This is an optimization exercise on Yosys and OpenROAD, whose aim is small area, a short achievable clock period and few clock cycles per item, not a production implementation. At most, simulation tests tie the RTL to the original design; equivalence was not proved. Function not checked in run 2: the RTL went through the layout flow alone.

## flow/design.v (module list and top-level ports; edited modules follow where they fit)
// module pipelined_alu: 1164 lines
// module pipelined_alu_fa: 4 lines
// module pipelined_alu_ha: 4 lines
// module pipelined_alu_be: 5 lines
module pipelined_alu #(
   parameter int WIDTH   = 32,
   parameter int LATENCY = 2,
   parameter int TAG_W   = 8
) (
   input  logic             clk,
   input  logic             reset,
   input  logic             in_valid,
   output logic             in_ready,
   input  logic [WIDTH-1:0] op_a,
   input  logic [WIDTH-1:0] op_b,
   input  logic [3:0]       opcode,
   input  logic [TAG_W-1:0] in_tag,
   output logic             out_valid,
   input  logic             out_ready,
   output logic [WIDTH-1:0] result,
   output logic [TAG_W-1:0] out_tag,
   output logic             flag_z,
   output logic             flag_c,
   output logic             flag_v,
   output logic             err,
   output logic             busy
);
  // ...
==> flow/flow/run.sh <==
#!/bin/bash
# The standard layout, with the ports buffered by buf_2 cells instead of the delay-type
# buffer that buffer_ports picks by default.
set -euo pipefail
bash standard.sh "BUFFER_PORTS_ARGS=-buffer_cell sky130_fd_sc_hd__buf_2" finish > standard_make.log 2>&1
==> flow/standard.sh <==
#!/bin/bash
# synth_recipe.tcl (not shown) runs the flow's synth.tcl, then flattens the netlist and writes it again
# the make line also repeats each setting of config.mk as NAME=value (left out here)
make -C /OpenROAD-flow-scripts/flow DESIGN_CONFIG=/design/flow/config.mk WORK_HOME=/design/flow/orfs CLKGATE_MAP_FILE= SYNTH_SCRIPT=/design/flow/synth_recipe.tcl "${@:-finish}"
==> flow/config.mk <==
export PLATFORM = sky130hd
export DESIGN_NAME = pipelined_alu
export DESIGN_NICKNAME = pipelined_alu
export VERILOG_FILES = /design/flow/design.v
export SDC_FILE = /design/flow/constraint.sdc
export NUM_CORES = 4
export LEC_CHECK = 0
export CAP_MARGIN = 20
export CORE_MARGIN = 2
export CORE_UTILIZATION = 40
export SETUP_SLACK_MARGIN = 4.5
export SLEW_MARGIN = 20
export SYNTH_HIERARCHICAL = 1
==> flow/constraint.sdc <==
create_clock -name core_clock -period 10.0 [get_ports {clk}]
set_input_delay 2.0000 -clock core_clock [delete_from_list [all_inputs] [get_ports {clk}]]
set_output_delay 2.0000 -clock core_clock [all_outputs]
set_load 0.01 [all_outputs]
==> metrics.cfg, run 1 <==
[logic_synthesis]
ys_seq_area_frac=0.231
synth_ff_type=edfxtp_1
synth_compound_area_frac=0.202
muxShareOfSynthArea=0.0340
synthTopCellsByArea=edfxtp_1, fa_1, xnor2_1
synth_seq_cells=158

[clock_tree]
cts_hold_repair.buffers=0
cts_made_buffers=17
path_clk_slew_ns=0.07

[finish]
antenna_cells=0
regArea_mm2=0.00472
layout.nets=2375
drive_gt1_frac=0.193
largest_cell_class=multi-input combinational cells
buf_share=0.0777

[placed_design]
place_inst=2632

[grt]
first_global_vias=16800
grt_max_degree=69

[route]
drt-met1-wl_um=28100
ant_nets=0
drt_wl_total_um=68200

[floorplanning]
io_pins=127
die_area_mm2=0.0531
die_width_um=230

[outcome]
status=complete, no violations

[critical_path]
startpoint_type=flop
worstSetupStartpoint=p[9]
cp_max_fo=7
critPathRequiredTime_ns=8.00
cpPeakStageDelay_ns=0.47
reg2reg_depth=18
rr_startpoint=bm[11]
path_buf_inv=1

[timing]
maxSlewHeadroom=0.336
hold_viol_final=0

Testbench counts, summed over its fixed seeds: cycles 16,016, items 16,000.
==> run 2, diff against run 1 <==
--- a/flow/design.v
+++ b/flow/design.v
@@ -848,22 +848,82 @@
    wire fa222_s, fa222_c;
    pipelined_alu_fa u_fa222 (.a(fa163_s), .b(fa192_c), .c(fa193_s), .s(fa222_s), .co(fa222_c));
    wire fa223_s, fa223_c;
    pipelined_alu_fa u_fa223 (.a(fa165_s), .b(fa193_c), .c(fa194_s), .s(fa223_s), .co(fa223_c));
    wire fa224_s, fa224_c;
    pipelined_alu_fa u_fa224 (.a(fa167_s), .b(fa194_c), .c(fa195_s), .s(fa224_s), .co(fa224_c));
    wire fa225_s, fa225_c;
    pipelined_alu_fa u_fa225 (.a(fa169_s), .b(fa195_c), .c(fa196_s), .s(fa225_s), .co(fa225_c));
-   wire t31 = pp0_31 ^ pp1_31 ^ pp2_31 ^ pp3_31 ^ pp4_31 ^ pp5_31 ^ pp6_31 ^ pp7_31 ^ pp8_31 ^ pp9_31 ^ pp10_31 ^ pp11_31 ^ pp12_31 ^ pp13_31 ^ pp14_31 ^ pp15_31 ^ fa13_c ^ fa14_c ^ fa15_c ^ fa16_c ^ fa61_c ^ fa62_c ^ fa63_c ^ fa64_c ^ fa119_c ^ fa120_c ^ fa121_c ^ fa168_c ^ fa169_c;
+   wire xp32;
+   pipelined_alu_x2 u_xp32 (.a(pp0_31), .b(pp1_31), .y(xp32));
+   wire xp33;
+   pipelined_alu_x2 u_xp33 (.a(pp2_31), .b(pp3_31), .y(xp33));
+   wire xp34;
+   pipelined_alu_x2 u_xp34 (.a(pp4_31), .b(pp5_31), .y(xp34));
+   wire xp35;
+   pipelined_alu_x2 u_xp35 (.a(pp6_31), .b(pp7_31), .y(xp35));
+   wire xp36;
+   pipelined_alu_x2 u_xp36 (.a(pp8_31), .b(pp9_31), .y(xp36));
+   wire xp37;
+   pipelined_alu_x2 u_xp37 (.a(pp10_31), .b(pp11_31), .y(xp37));
+   wire xp38;
+   pipelined_alu_x2 u_xp38 (.a(pp12_31), .b(pp13_31), .y(xp38));
+   wire xp39;
+   pipelined_alu_x2 u_xp39 (.a(pp14_31), .b(pp15_31), .y(xp39));
+   wire xp40;
+   pipelined_alu_x2 u_xp40 (.a(xp32), .b(xp33), .y(xp40));
+   wire xp41;
+   pipelined_alu_x2 u_xp41 (.a(xp34), .b(xp35), .y(xp41));
+   wire xp42;
+   pipelined_alu_x2 u_xp42 (.a(xp36), .b(xp37), .y(xp42));
+   wire xp43;
+   pipelined_alu_x2 u_xp43 (.a(xp38), .b(xp39), .y(xp43));
+   wire xp44;
+   pipelined_alu_x2 u_xp44 (.a(xp40), .b(xp41), .y(xp44));
+   wire xp45;
+   pipelined_alu_x2 u_xp45 (.a(xp42), .b(xp43), .y(xp45));
+   wire xp46;
+   pipelined_alu_x2 u_xp46 (.a(fa13_c), .b(fa14_c), .y(xp46));
+   wire xp47;
+   pipelined_alu_x2 u_xp47 (.a(fa15_c), .b(fa16_c), .y(xp47));
+   wire xp48;
+   pipelined_alu_x2 u_xp48 (.a(xp44), .b(xp45), .y(xp48));
+   wire xp49;
+   pipelined_alu_x2 u_xp49 (.a(xp46), .b(xp47), .y(xp49));
+   wire xp50;
+   pipelined_alu_x2 u_xp50 (.a(xp48), .b(xp49), .y(xp50));
+   wire xp51;
+   pipelined_alu_x2 u_xp51 (.a(fa61_c), .b(fa62_c), .y(xp51));
+   wire xp52;
+   pipelined_alu_x2 u_xp52 (.a(fa63_c), .b(fa64_c), .y(xp52));
+   wire xp53;
+   pipelined_alu_x2 u_xp53 (.a(xp50), .b(xp51), .y(xp53));
+   wire xp54;
+   pipelined_alu_x2 u_xp54 (.a(xp52), .b(xp53), .y(xp54));
+   wire xp55;
+   pipelined_alu_x2 u_xp55 (.a(fa119_c), .b(fa120_c), .y(xp55));
+   wire xp56;
+   pipelined_alu_x2 u_xp56 (.a(fa121_c), .b(xp54), .y(xp56));
+   wire xp57;
+   pipelined_alu_x2 u_xp57 (.a(xp55), .b(xp56), .y(xp57));
+   wire xp58;
+   pipelined_alu_x2 u_xp58 (.a(fa168_c), .b(fa169_c), .y(xp58));
+   wire xp59;
+   pipelined_alu_x2 u_xp59 (.a(xp57), .b(xp58), .y(xp59));
+   wire xp60;
+   pipelined_alu_x2 u_xp60 (.a(xp59), .b(fa196_c), .y(xp60));
+   wire xp61;
+   pipelined_alu_x2 u_xp61 (.a(xp60), .b(fa225_c), .y(xp61));
+   wire t31 = xp61;
    wire [31:0] tx = {t31, fa224_c, fa223_c, fa222_c, fa221_c, fa220_c, fa219_c, fa218_c, fa217_c, fa216_c, fa215_c, fa214_c, fa213_c, fa212_c, fa211_c, fa210_c, fa209_c, fa208_c, fa207_c, fa206_c, fa205_c, fa204_c, fa203_c, fa202_c, fa201_c, fa200_c, fa199_c, fa198_c, fa197_c, bn1, pp0_1, pp0_0};
-   wire [31:0] ty = {fa196_c, fa225_s, fa224_s, fa223_s, fa222_s, fa221_s, fa220_s, fa219_s, fa218_s, fa217_s, fa216_s, fa215_s, fa214_s, fa213_s, fa212_s, fa211_s, fa210_s, fa209_s, fa208_s, fa207_s, fa206_s, fa205_s, fa204_s, fa203_s, fa202_s, fa201_s, fa200_s, fa199_s, fa198_s, fa197_s, 1'b0, bn0};
+   wire [31:0] ty = {1'b0, fa225_s, fa224_s, fa223_s, fa222_s, fa221_s, fa220_s, fa219_s, fa218_s, fa217_s, fa216_s, fa215_s, fa214_s, fa213_s, fa212_s, fa211_s, fa210_s, fa209_s, fa208_s, fa207_s, fa206_s, fa205_s, fa204_s, fa203_s, fa202_s, fa201_s, fa200_s, fa199_s, fa198_s, fa197_s, 1'b0, bn0};
    wire [31:0] x1 = use_ab1 ? ma : tx;
    wire [31:0] y1 = use_ab1 ? bm : ty;
-   wire et1 = !use_ab1 & (fa225_c);
+   wire et1 = !use_ab1 & (1'b0);
    wire [31:0] p1 = {x1[31] ^ y1[31] ^ et1, x1[30:0] ^ y1[30:0]};
    wire [31:0] g1 = x1 & y1;
    logic [31:0] p, g;
    logic x31;
    logic [7:0]  tag2;
    logic [3:0]  op2;
    logic cin, fill;
    always_ff @(posedge clk) begin
@@ -1165,13 +1225,16 @@
 module pipelined_alu_fa (input logic a, b, c, output logic s, co);
    assign s  = a ^ b ^ c;
    assign co = (a & b) | (c & (a ^ b));
 endmodule
 module pipelined_alu_ha (input logic a, b, output logic s, co);
    assign s  = a ^ b;
    assign co = a & b;
 endmodule
+module pipelined_alu_x2 (input logic a, b, output logic y);
+   assign y = a ^ b;
+endmodule
 module pipelined_alu_be (input logic b2, b1, b0, output logic one, two, neg);
    assign one = b1 ^ b0;
    assign two = (b2 & !b1 & !b0) | (!b2 & b1 & b0);
    assign neg = b2;
 endmodule
==> flow/flow/run.sh (replaced) <==
#!/bin/bash
# The standard layout, with the ports buffered by buf_1 cells instead of the delay-type
# buffer that buffer_ports picks by default.
set -euo pipefail
bash standard.sh "BUFFER_PORTS_ARGS=-buffer_cell sky130_fd_sc_hd__buf_1" finish > standard_make.log 2>&1
==> metrics.cfg, run 2 <==
[grt]
grt_antenna_before_repair=0  ; was 1
grt.overflow.total=0  ; unchanged
grt_usage=0.250  ; was 0.252
grt_pass1_wl_um=102000  ; about the same
first_global_vias=16500  ; was 16800
grt_max_degree=71  ; was 69

[logic_synthesis]
synth_edf_count=156  ; unchanged
yosysTopAreaCell=edfxtp_1  ; unchanged
ys_seq_area_frac=0.228  ; was 0.231
synth_top_cells_by_count=xnor2_1, a22oi_1, fa_1  ; unchanged
yosys_warnings=7  ; unchanged
synth_ff_type=edfxtp_1  ; unchanged
synth_seq_cells=158  ; unchanged
syn_avg_cell_area_um2=10.1  ; was 10.2 um2
synth_top_area_share=0.226  ; was 0.229
postSynthCellCount=2055  ; was 2007
synth_cell_types=74  ; unchanged
syn_area_mm2=0.0207  ; was 0.0205 mm2
synthTopCellsByArea=edfxtp_1, fa_1, xnor2_1  ; unchanged
yosys.cell_count.top_type=xnor2_1  ; unchanged
async_flop_share=0  ; unchanged

[clock_tree]
cts_made_buffers=17  ; unchanged
cts_sinks=158  ; unchanged
path_clk_slew_ns=0.08  ; was 0.07 ns
htreeDepth=4  ; unchanged
cts_root_buffer=clkbuf_16  ; unchanged
cts_tree=yes  ; unchanged
clock_path_buffers=2  ; unchanged
cts_hold_repair.buffers=0  ; unchanged
clock_latency_ns=0.47  ; was 0.45 ns

[critical_path]
path_buf_inv=2  ; was 1
cp_max_fo=29  ; was 7
cp_common_cell=fa_1  ; was o2111a_2
cpPeakStageDelay_ns=0.52  ; was 0.47 ns
crit_family=adder cells  ; was compound AO/OA/AOI/OAI gates
cp-end-kind=flop  ; was primary output
r2r_slack_ns=4.60  ; was 4.68 ns
arrival_ns=5.61  ; was 3.44 ns
worstPathCellList=buf_6 > nand2b_1 > o22ai_2 > buf_4 > a22oi_1 > xnor2_1 > fa_1 > fa_1 > fa_1 > fa_1 > fa_1 > fa_1 > xor2_1 > mux2_2 > ha_1  ; was and3_1 > nor3b_2 > o2111a_2 > o2111a_2 > o311ai_4 > a211oi_2 > nor2_2 > xnor3_1 > a221o_1 > buf_2
startpoint_type=flop  ; unchanged
critPathRequiredTime_ns=10.22  ; was 8.00 ns
setup.worst_path.class=flop to flop  ; was flop to primary output
cp_slowest_cell=fa_1  ; was edfxtp_1

[route]
wl_per_cell_um=24.6  ; was 25.1 um
vias_per_cell=6.16  ; was 6.13
dr.pass1.iters=8  ; unchanged
ant_nets=0  ; unchanged
drc=0  ; unchanged
dr.first_iter.drc_count=1881  ; was 1793
drt_wl_total_um=66900  ; was 68200 um
vias=16700  ; about the same

[floorplanning]
die_y_um=232  ; was 230 um
die_width_um=232  ; was 230 um
initial_core_util=0.404  ; was 0.407
io_pins=127  ; unchanged
num_rows=83  ; was 82
die_area_mm2=0.0536  ; was 0.0531 mm2
fp.coreArea_mm2=0.0512  ; was 0.0504 mm2

[flow_run]
cap_viol_max_count=0  ; unchanged

[placed_design]
dp_hpwl_um=46800  ; was 47000 um
portBuffers=126  ; unchanged
gp_congestion=0.921  ; was 0.951

[finish]
final_common_cell=xnor2_1  ; unchanged
area_growth_pct=7.97  ; was 11.3%
drive_gt1_frac=0.102  ; was 0.193
final_cell_mix=xnor2_1, a22oi_1, fa_1  ; unchanged
layout.nets=2363  ; was 2375

[timing]
maxSlewHeadroom=0.241  ; was 0.336
hold_viol_final=0  ; unchanged
tightestPinTransition_ns=1.14  ; was 0.993 ns
rsz0062_at_grt=true  ; unchanged
tns_ns=0  ; unchanged
holdWs_ns=0.419  ; was 0.417 ns
setup_viol=0  ; unchanged
min_period_ns=5.40  ; was 5.44 ns
finalCritPeriodShare=0.540  ; was 0.544
fmax_mhz=185  ; was 184 MHz
slew_viol_final=0  ; unchanged
fin_skew_ns=0.0146  ; was 0.0109 ns

[hold_path]
hp-class=flop to flop  ; unchanged

[outcome]
status=complete, no violations  ; unchanged

[run 2: changes by cell type after synthesis, sizes merged, moves of 7 or more]
cell    delta
clkbuf     +7
o21ai      +8
nor4       +8
nor2       +9
a21o      +13
xor2      +13
xnor2      -7
[run 2: cell families after synthesis]
logic type / Yosys count / synth area share
AO/OA/AOI/OAI: 590 / 0.206
XOR/XNOR: 430 / 0.183
adder cells (fa/ha/maj): 258 / 0.227
buffers and inverters: 251 / 0.0511
flip-flops: 158 / 0.228
multiplexers: 63 / 0.0341
other: 1 / 0.000181
AND/OR/NAND/NOR: 304 / 0.0699
[run 2: routing by layer]
layer	wire length [um]	global-route usage	part of all wire	vias to the layer above
met2	30300	0.387	0.45	920
met1	28200	0.342	0.42	8340
met3	5740	0.0453	0.086	150
met5	0	0	0	-
met4	2700	0.113	0.040	0
li1	-	-	-	7324
[run 2: per-module statistics from Yosys (local to each module, per instance)]
module	flip-flops and latches	cells inside
pipelined_alu	158	1720
pipelined_alu_x2	0	1
pipelined_alu_ha	0	1
pipelined_alu_be	0	5
pipelined_alu_fa	0	1
[run 2: per-stage QoR]
stage               area, um2  setup WS [ns]   util  std cells
finish                  22400           4.60  0.437       2718
global route            22300           4.44  0.437       2717
CTS                     22100           4.42  0.432       2706
detailed placement      21500           4.34  0.420       2675
global placement        21500           4.34  0.419       2673
floorplan               20700           4.84      -       2057
[run 2: what timing repair did]
| action | CTS | global route |
|---|---|---|
| setup endpoints to repair | 13 | 18 |
| gates cloned | 0 | 1 |
| buffers inserted | 0 | 9 |
| gates resized for setup | 5 | 30 |
[run 2: worst paths after layout]
path | startpoint | endpoint | depth (start not counted)
min | tag1[2] | tag2[2] | 0
max | bm[11] | p[31] | 15
min reg2reg | tag1[2] | tag2[2] | 0
max reg2reg | bm[11] | p[31] | 15
[run 2: cell type report]
type	instances	area, um2
Fill cell	4875	28800
Multi-Input combinational cell	1648	15100
Sequential cell	158	4720
Timing Repair Buffer	186	1050
Tap cell	680	851
Clock buffer	17	425
Clock inverter	14	176
Inverter	14	52.6
Antenna cell	1	2.50
[run 2: worst register-to-register path, cell delays in order, from the launching register on]
cell and delay [ns]:
edfxtp_1 0.35, buf_6 0.34, nand2b_1 0.13, o22ai_2 0.14, buf_4 0.33, a22oi_1 0.14
xnor2_1 0.25, fa_1 0.48, fa_1 0.52, fa_1 0.43, fa_1 0.41, fa_1 0.48
fa_1 0.38, xor2_1 0.17, mux2_2 0.28, ha_1 0.29

==> port drivers added, routing unchanged <==
The flow's constraints put no driver on any port. The routed layouts listed below were extracted and timed again, unchanged, in two steps. Step 1: set_driving_cell puts a clkbuf_16 on clk and a buf_2 on each other input, an assumption about the parent block. Step 2 moves the port delays by t, midway between the first and last clock arrival at a register: inputs arrive t later, outputs are due t later. That takes back most of the time a late clock gives input paths. a / b / c = ideal / step 1 / step 2; a / b = the first two.
run	shift t [ns]	setup WS [ns]	hold WS [ns]	clock arrival spread, ns
run 1	0.499	4.561 / 4.508 / 4.676	0.417 / 0.417 / 0.417	0.012 / 0.012
run 2	0.515	4.602 / 4.554 / 4.602	0.419 / 0.419 / 0.419	0.015 / 0.016
After both steps setup and hold are still met in every run listed.
